From an optimization exercise on the open Yosys and OpenROAD flow, aimed at small area; shortcuts taken in it are not production practice.
Function was checked by simulation only, so behaviour that the tests miss may differ from the original.
No activity file was given, so power comes from the tool's default toggle rates.

==> 09-20: inputs <==
## ritc_trigger_top
module ritc_trigger_top #(
	parameter int A_STAGES = 0,
	parameter int B_STAGES = 2,
	parameter int C_STAGES = 3
) (
	input  logic                                              clk_i,
	input  logic                                              rst_n_i,
	input  logic                                              sync_i,
	input  logic [ritc_pkg::NBITS-1:0]                        a_i,
	input  logic [ritc_pkg::NBITS-1:0]                        b_i,
	input  logic [ritc_pkg::NBITS-1:0]                        c_i,
	input  logic                                              cfg_we_i,
	input  ritc_pkg::reg_addr_e                               cfg_addr_i,
	input  logic [ritc_pkg::CFG_BITS-1:0]                     cfg_wdata_i,
	output logic [ritc_pkg::CFG_BITS-1:0]                     cfg_rdata_o,
	output logic [ritc_pkg::NBITS*(A_STAGES+1)-1:0]           as_o,
	output logic [ritc_pkg::NBITS*(B_STAGES+1)-1:0]           bs_o,
	output logic [ritc_pkg::NBITS*(C_STAGES+1)-1:0]           cs_o,
	output logic                                              trig_o,
	output logic [ritc_pkg::NCHAN-1:0]                        trig_hits_o,
	output logic [ritc_pkg::PHASE_BITS-1:0]                   trig_phase_o
);
==> module ritc_max_mid, before the edit <==
module ritc_max_mid (
	input  logic [ritc_pkg::DEMUX-1:0] s1_i,
	input  logic [ritc_pkg::DEMUX-1:0] s2_i,
	input  logic                       top_i,
	output logic                       out_o
);
	assign out_o = |(s1_i & (s2_i | {ritc_pkg::DEMUX{~top_i}}));
endmodule
==> module ritc_min_mid, before the edit <==
module ritc_min_mid (
	input  logic [ritc_pkg::DEMUX-1:0] s1_i,
	input  logic [ritc_pkg::DEMUX-1:0] s2_i,
	input  logic                       top_i,
	output logic                       out_o
);
	assign out_o = ~&(s1_i | (s2_i & {ritc_pkg::DEMUX{top_i}}));
endmodule
==> flow/config.mk <==
export PLATFORM = sky130hd
export DESIGN_NAME = ritc_trigger_top
export DESIGN_NICKNAME = ritc_trigger_top
export VERILOG_FILES = /design/flow/design.v
export SDC_FILE = /design/flow/constraint.sdc
export NUM_CORES = 4
export LEC_CHECK = 0
export CAP_MARGIN = 20
export CORE_AREA = 2 2 192 192
export CORE_UTILIZATION = 40
export DIE_AREA = 0 0 194 194
export SLEW_MARGIN = 20
export SYNTH_HIERARCHICAL = 1
==> flow/constraint.sdc <==
create_clock -name core_clock -period 4.5 [get_ports {clk_i}]
set_input_delay 0.9000 -clock core_clock [delete_from_list [all_inputs] [get_ports {clk_i}]]
set_output_delay 0.9000 -clock core_clock [all_outputs]
set_load 0.01 [all_outputs]
standard.sh (not shown) runs the stock make flow with config.mk's settings and CLKGATE_MAP_FILE= SYNTH_SCRIPT=/design/flow/synth_recipe.tcl, a recipe that flattens the netlist after the stock synthesis.
==> flow/flow/run.sh <==
#!/bin/bash
# Standard ORFS layout (the standard.sh) with these layout choices changed:
#  - every input and output port still gets a buffer, but the small buf_1 cell
#  - the clock tree is built from clkbuf_8 cells in small clusters, without dummy loads
#  - global placement is not timing driven (its virtual repair keeps oversized
#    buffers); synthesis buffers are removed before it as the timing-driven mode does
set -o pipefail
HERE=$(pwd)
export BUFFER_PORTS_ARGS="-buffer_cell sky130_fd_sc_hd__buf_1"
export CTS_ARGS="-sink_clustering_enable -repair_clock_nets -buf_list sky130_fd_sc_hd__clkbuf_8 -root_buf sky130_fd_sc_hd__clkbuf_8 -dont_use_dummy_load -sink_clustering_size 16 -sink_clustering_max_diameter 50"
export GPL_TIMING_DRIVEN=0
export PRE_GLOBAL_PLACE_TCL=$HERE/flow/pre_global_place.tcl
bash standard.sh > standard.log 2>&1
==> flow/flow/pre_global_place.tcl <==
remove_buffers
==> inputs of 10-17, as changes to 09-20 <==
--- a/flow/design.v
+++ b/flow/design.v
@@ -184,7 +184,10 @@
 	input  logic                       top_i,
 	output logic                       out_o
 );
-	assign out_o = |(s1_i & (s2_i | {ritc_pkg::DEMUX{~top_i}}));
+	logic any_hi, any;
+	assign any_hi = |(s1_i & s2_i);
+	assign any    = |s1_i;
+	assign out_o = top_i ? any_hi : any;
 endmodule
 module ritc_max_low (
 	input  logic [ritc_pkg::DEMUX-1:0] s0_i,
@@ -202,7 +205,10 @@
 	input  logic                       top_i,
 	output logic                       out_o
 );
-	assign out_o = ~&(s1_i | (s2_i & {ritc_pkg::DEMUX{top_i}}));
+	logic nall_lo, nall;
+	assign nall_lo = ~&(s1_i | s2_i);
+	assign nall    = ~&s1_i;
+	assign out_o = top_i ? nall_lo : nall;
 endmodule
 module ritc_min_low (
 	input  logic [ritc_pkg::DEMUX-1:0] s0_i,
--- a/flow/flow/run.sh
+++ b/flow/flow/run.sh
@@ -7,7 +7,9 @@
 set -o pipefail
 HERE=$(pwd)
 export BUFFER_PORTS_ARGS="-buffer_cell sky130_fd_sc_hd__buf_1"
-export CTS_ARGS="-sink_clustering_enable -repair_clock_nets -buf_list sky130_fd_sc_hd__clkbuf_8 -root_buf sky130_fd_sc_hd__clkbuf_8 -dont_use_dummy_load -sink_clustering_size 16 -sink_clustering_max_diameter 50"
+export CTS_ARGS="-sink_clustering_enable -repair_clock_nets -buf_list sky130_fd_sc_hd__clkbuf_8 -root_buf sky130_fd_sc_hd__clkbuf_8 -dont_use_dummy_load -sink_clustering_size 20 -sink_clustering_max_diameter 60"
 export GPL_TIMING_DRIVEN=0
+# Pins one routing track apart, so that the die can be smaller than the pin count would allow at two
+export PLACE_PINS_ARGS="-min_distance 1 -min_distance_in_tracks"
 export PRE_GLOBAL_PLACE_TCL=$HERE/flow/pre_global_place.tcl
 bash standard.sh > standard.log 2>&1
CAP_MARGIN = 5   (was 20)
CORE_AREA = 2 2 158 158   (was 2 2 192 192)
CORE_UTILIZATION = unset   (was 40)
DIE_AREA = 0 0 160 160   (was 0 0 194 194)
SLEW_MARGIN = 5   (was 20)
==> inputs of 05-09, as changes to 09-20 <==
--- a/flow/flow/run.sh
+++ b/flow/flow/run.sh
@@ -7,7 +7,7 @@
 set -o pipefail
 HERE=$(pwd)
 export BUFFER_PORTS_ARGS="-buffer_cell sky130_fd_sc_hd__buf_1"
-export CTS_ARGS="-sink_clustering_enable -repair_clock_nets -buf_list sky130_fd_sc_hd__clkbuf_8 -root_buf sky130_fd_sc_hd__clkbuf_8 -dont_use_dummy_load -sink_clustering_size 16 -sink_clustering_max_diameter 50"
+export CTS_ARGS="-sink_clustering_enable -repair_clock_nets -buf_list sky130_fd_sc_hd__clkbuf_8 -root_buf sky130_fd_sc_hd__clkbuf_8 -dont_use_dummy_load -sink_clustering_size 20 -sink_clustering_max_diameter 60"
 export GPL_TIMING_DRIVEN=0
 export PRE_GLOBAL_PLACE_TCL=$HERE/flow/pre_global_place.tcl
 bash standard.sh > standard.log 2>&1
CORE_UTILIZATION = unset   (was 40)
==> comparison <==
- Of 05-09 and 10-17, 10-17 has the higher synthesized cell count (gap 0.62%, measured against 10-17).
- Non-clock buffer count: 05-09 is lower than 10-17 (4).
- 10-17 went through all stages and came out clean. 05-09 finished clean. 09-20 did not get past 2_1_floorplan.
- Fmax: 10-17 is higher than 05-09 (2.0%).
- In 05-09 the critical path depth is lower than in 10-17, by 3.
- Utilization: 05-09 is lower than 10-17 (18 points).
- Of 05-09 and 10-17, 10-17 has the higher first-iteration DRC count (gap about 13%, measured against 10-17).
- Between 10-17 and 05-09, the lower register-to-register slack is in 05-09 (gap 0.19 ns).
- Of 05-09 and 10-17, 05-09 has the higher via count (gap about 0.6%, measured against 10-17).
- Against 10-17, the die area of 05-09 is larger by about 47%.

* * *

==> run H <==
Starting RTL as in the previous note.
==> flow/design.v (excerpt) <==
module ritc_trigger_top #(
	parameter int A_STAGES = 0,
	parameter int B_STAGES = 2,
	parameter int C_STAGES = 3
) (
	input  logic                                              clk_i,
	input  logic                                              rst_n_i,
	input  logic                                              sync_i,
	input  logic [ritc_pkg::NBITS-1:0]                        a_i,
	input  logic [ritc_pkg::NBITS-1:0]                        b_i,
	input  logic [ritc_pkg::NBITS-1:0]                        c_i,
	input  logic                                              cfg_we_i,
	input  ritc_pkg::reg_addr_e                               cfg_addr_i,
	input  logic [ritc_pkg::CFG_BITS-1:0]                     cfg_wdata_i,
	output logic [ritc_pkg::CFG_BITS-1:0]                     cfg_rdata_o,
	output logic [ritc_pkg::NBITS*(A_STAGES+1)-1:0]           as_o,
	output logic [ritc_pkg::NBITS*(B_STAGES+1)-1:0]           bs_o,
	output logic [ritc_pkg::NBITS*(C_STAGES+1)-1:0]           cs_o,
	output logic                                              trig_o,
	output logic [ritc_pkg::NCHAN-1:0]                        trig_hits_o,
	output logic [ritc_pkg::PHASE_BITS-1:0]                   trig_phase_o
);
Settings: LEC_CHECK=0, CAP_MARGIN=20, CORE_AREA=2 2 192 192, DIE_AREA=0 0 194 194, SLEW_MARGIN=20, SYNTH_HIERARCHICAL=1; clock period 4.5 ns.
==> flow/flow/run.sh <==
#!/bin/bash
# Standard ORFS layout (the standard.sh) with these layout choices changed:
#  - every input and output port still gets a buffer, but the small buf_1 cell
#  - the clock tree is built from clkbuf_8 cells in small clusters, without dummy loads
#  - global placement is not timing driven (its virtual repair keeps oversized
#    buffers); synthesis buffers are removed before it as the timing-driven mode does
set -o pipefail
HERE=$(pwd)
export BUFFER_PORTS_ARGS="-buffer_cell sky130_fd_sc_hd__buf_1"
export CTS_ARGS="-sink_clustering_enable -repair_clock_nets -buf_list sky130_fd_sc_hd__clkbuf_8 -root_buf sky130_fd_sc_hd__clkbuf_8 -dont_use_dummy_load -sink_clustering_size 16 -sink_clustering_max_diameter 50"
export GPL_TIMING_DRIVEN=0
export PRE_GLOBAL_PLACE_TCL=$HERE/flow/pre_global_place.tcl
bash standard.sh > standard.log 2>&1
Scripts as last shown in full above: flow/flow/pre_global_place.tcl
==> run A (differences from run H) <==
--- a/flow/design.v
+++ b/flow/design.v
@@ -185,5 +185,8 @@
 	output logic                       out_o
 );
-	assign out_o = |(s1_i & (s2_i | {ritc_pkg::DEMUX{~top_i}}));
+	logic any_hi, any;
+	assign any_hi = |(s1_i & s2_i);
+	assign any    = |s1_i;
+	assign out_o = top_i ? any_hi : any;
 endmodule
 module ritc_max_low (
@@ -203,5 +206,8 @@
 	output logic                       out_o
 );
-	assign out_o = ~&(s1_i | (s2_i & {ritc_pkg::DEMUX{top_i}}));
+	logic nall_lo, nall;
+	assign nall_lo = ~&(s1_i | s2_i);
+	assign nall    = ~&s1_i;
+	assign out_o = top_i ? nall_lo : nall;
 endmodule
 module ritc_min_low (
==> flow/flow/run.sh (replaced) <==
#!/bin/bash
# Standard ORFS layout (the standard.sh) with these layout choices changed:
#  - every input and output port still gets a buffer, but the small buf_1 cell
#  - the clock tree is built from clkbuf_8 cells in small clusters, without dummy loads
#  - gates that synthesis sized up are put back at their smallest size first
#  - global placement is not timing driven (its virtual repair keeps oversized
#    buffers); synthesis buffers are removed before it as the timing-driven mode does
set -o pipefail
HERE=$(pwd)
export BUFFER_PORTS_ARGS="-buffer_cell sky130_fd_sc_hd__buf_1"
export CTS_ARGS="-sink_clustering_enable -repair_clock_nets -buf_list sky130_fd_sc_hd__clkbuf_8 -root_buf sky130_fd_sc_hd__clkbuf_8 -dont_use_dummy_load -sink_clustering_size 20 -sink_clustering_max_diameter 60"
export GPL_TIMING_DRIVEN=0
# Pins one routing track apart, so that the die can be smaller than the pin count would allow at two
export PLACE_PINS_ARGS="-min_distance 1 -min_distance_in_tracks"
export PRE_GLOBAL_PLACE_TCL=$HERE/flow/pre_global_place.tcl
bash standard.sh > standard.log 2>&1
==> flow/flow/pre_global_place.tcl (replaced) <==
# Synthesis (ABC) sizes some gates up for its own delay estimate. Put every
# combinational gate back at its smallest drive strength; the resizer's slew,
# capacitance and timing repairs later in the flow size up what needs it.
set n_down 0
foreach inst [get_cells *] {
  set master [get_property $inst ref_name]
  if {![regexp {^(sky130_fd_sc_hd__)([a-z0-9]+)_([0-9]+)$} $master -> pfx base sz]} { continue }
  if {[regexp {^(df|sdf|edf|dl|buf|clk|inv|conb|tap|fill|decap|diode)} $base]} { continue }
  set best ""
  set best_area [get_property [get_lib_cells */$master] area]
  foreach t {0 1 2} {
    set cand ${pfx}${base}_$t
    set lc [get_lib_cells -quiet */$cand]
    if {$lc == ""} { continue }
    if {[get_property $lc dont_use]} { continue }
    set a [get_property $lc area]
    if {$a < $best_area} { set best $cand; set best_area $a }
  }
  if {$best != ""} {
    replace_cell $inst $best
    incr n_down
  }
}
puts "Sized down $n_down gates"
remove_buffers
Settings changed: CORE_AREA 2 2 192 192 to 2 2 158 158, DIE_AREA 0 0 194 194 to 0 0 160 160.
==> run G (differences from run H) <==
--- a/flow/design.v
+++ b/flow/design.v
@@ -185,5 +185,8 @@
 	output logic                       out_o
 );
-	assign out_o = |(s1_i & (s2_i | {ritc_pkg::DEMUX{~top_i}}));
+	logic any_hi, any;
+	assign any_hi = |(s1_i & s2_i);
+	assign any    = |s1_i;
+	assign out_o = top_i ? any_hi : any;
 endmodule
 module ritc_max_low (
@@ -203,5 +206,8 @@
 	output logic                       out_o
 );
-	assign out_o = ~&(s1_i | (s2_i & {ritc_pkg::DEMUX{top_i}}));
+	logic nall_lo, nall;
+	assign nall_lo = ~&(s1_i | s2_i);
+	assign nall    = ~&s1_i;
+	assign out_o = top_i ? nall_lo : nall;
 endmodule
 module ritc_min_low (
--- a/flow/flow/run.sh
+++ b/flow/flow/run.sh
@@ -8,6 +8,8 @@
 HERE=$(pwd)
 export BUFFER_PORTS_ARGS="-buffer_cell sky130_fd_sc_hd__buf_1"
-export CTS_ARGS="-sink_clustering_enable -repair_clock_nets -buf_list sky130_fd_sc_hd__clkbuf_8 -root_buf sky130_fd_sc_hd__clkbuf_8 -dont_use_dummy_load -sink_clustering_size 16 -sink_clustering_max_diameter 50"
+export CTS_ARGS="-sink_clustering_enable -repair_clock_nets -buf_list sky130_fd_sc_hd__clkbuf_8 -root_buf sky130_fd_sc_hd__clkbuf_8 -dont_use_dummy_load -sink_clustering_size 20 -sink_clustering_max_diameter 60"
 export GPL_TIMING_DRIVEN=0
 export PRE_GLOBAL_PLACE_TCL=$HERE/flow/pre_global_place.tcl
+# Cells off the critical paths are sized down after global routing
+export RECOVER_POWER=100
 bash standard.sh > standard.log 2>&1
==> results.txt <==
| item | run H | run G | run A |
|---|---|---|---|
| Simple-gate share of the synthesized area | 17.14% | 17.85% | 17.85% |
| Global-route total usage across every layer | 20.53% | 19.54% | 26.94% |
| Status | finished clean | failed layout checks | finished clean |
| Reasons for failing layout checks | - | max-capacitance violations, max-slew violations | - |
| Clock network share of area | 3.323% | 2.376% | 2.315% |
| Met2 wire length | 18.96 mm | 18.45 mm | 16.39 mm |
| Vias in the first global route | 10296 | 10394 | 10212 |
| Actual slew at the worst max-slew pin | 0.8986 ns | 1.870 ns | 0.8527 ns |
| Global-route wire length before repair | 61.32 mm | 59.20 mm | 55.55 mm |
| CP max FO | 21 | 22 | 21 |
| Maximum cell stage delay along the critical path | 0.73 ns | 0.67 ns | 0.91 ns |
| Starting DRT DRC Count | 881 | 873 | 888 |
| Launch point of the worst path | b_i[8] | c_i[17] | a_i[35] |
| R2r setup slk | 2.36 ns | 2.53 ns | 2.47 ns |
| Setup ws final | 0.1223 ns | 0.2402 ns | 0.2705 ns |
| CTS Buf Count | 34 | 24 | 23 |
| Net Switching | 1406 uW | 1330 uW | 1281 uW |
| Via total after detailed routing | 11165 | 11013 | 11066 |
| Fraction of area in registers | 42.64% | 43.19% | 43.92% |
| Final weighted congestion in routability-driven placement | 0.8941 | 0.8846 | 0.8932 |
| Clock latency at the later pin of the worst-skew pair | 0.57 ns | 0.58 ns | 0.57 ns |
| Core Util, Final | 39.59% | 39.09% | 56.72% |

-- re-timing with driven ports --
No port has a modelled driver above. Below, the same layouts with a new extraction and two added sets of constraints.
Step 1 sets driving cells, clkbuf_16 on the clock port and buf_2 on the other inputs (assumed; they add their load-dependent delay and slew).
Step 2 moves the port delays by t, midway between the first and last clock arrival at a register: inputs arrive t later, outputs are due t later. That takes back most of the time a late clock gives input paths.
a / b / c = ideal / step 1 / step 2; a / b = the first two.
run | t, ns | setup slack, ns | hold WS [ns] | worst register clock-pin slew, ns
10-17 | 0.575 | 0.207 / 0.230 / -0.345 | 0.385 / 0.385 / 0.385 | 0.12 / 0.12
05-09 | 0.623 | 0.121 / 0.145 / -0.478 | 0.325 / 0.325 / 0.325 | 0.12 / 0.12
run H | 0.583 | 0.122 / 0.147 / -0.436 | 0.354 / 0.354 / 0.354 | 0.10 / 0.10
run A | 0.577 | 0.270 / 0.292 / -0.285 | 0.354 / 0.354 / 0.354 | 0.12 / 0.12
run G | 0.599 | 0.240 / 0.259 / -0.340 | 0.390 / 0.390 / 0.390 | 0.11 / 0.11
The setup slack of 05-09, which loses most, moves by +0.024 ns with the drivers and by -0.599 ns with both steps.
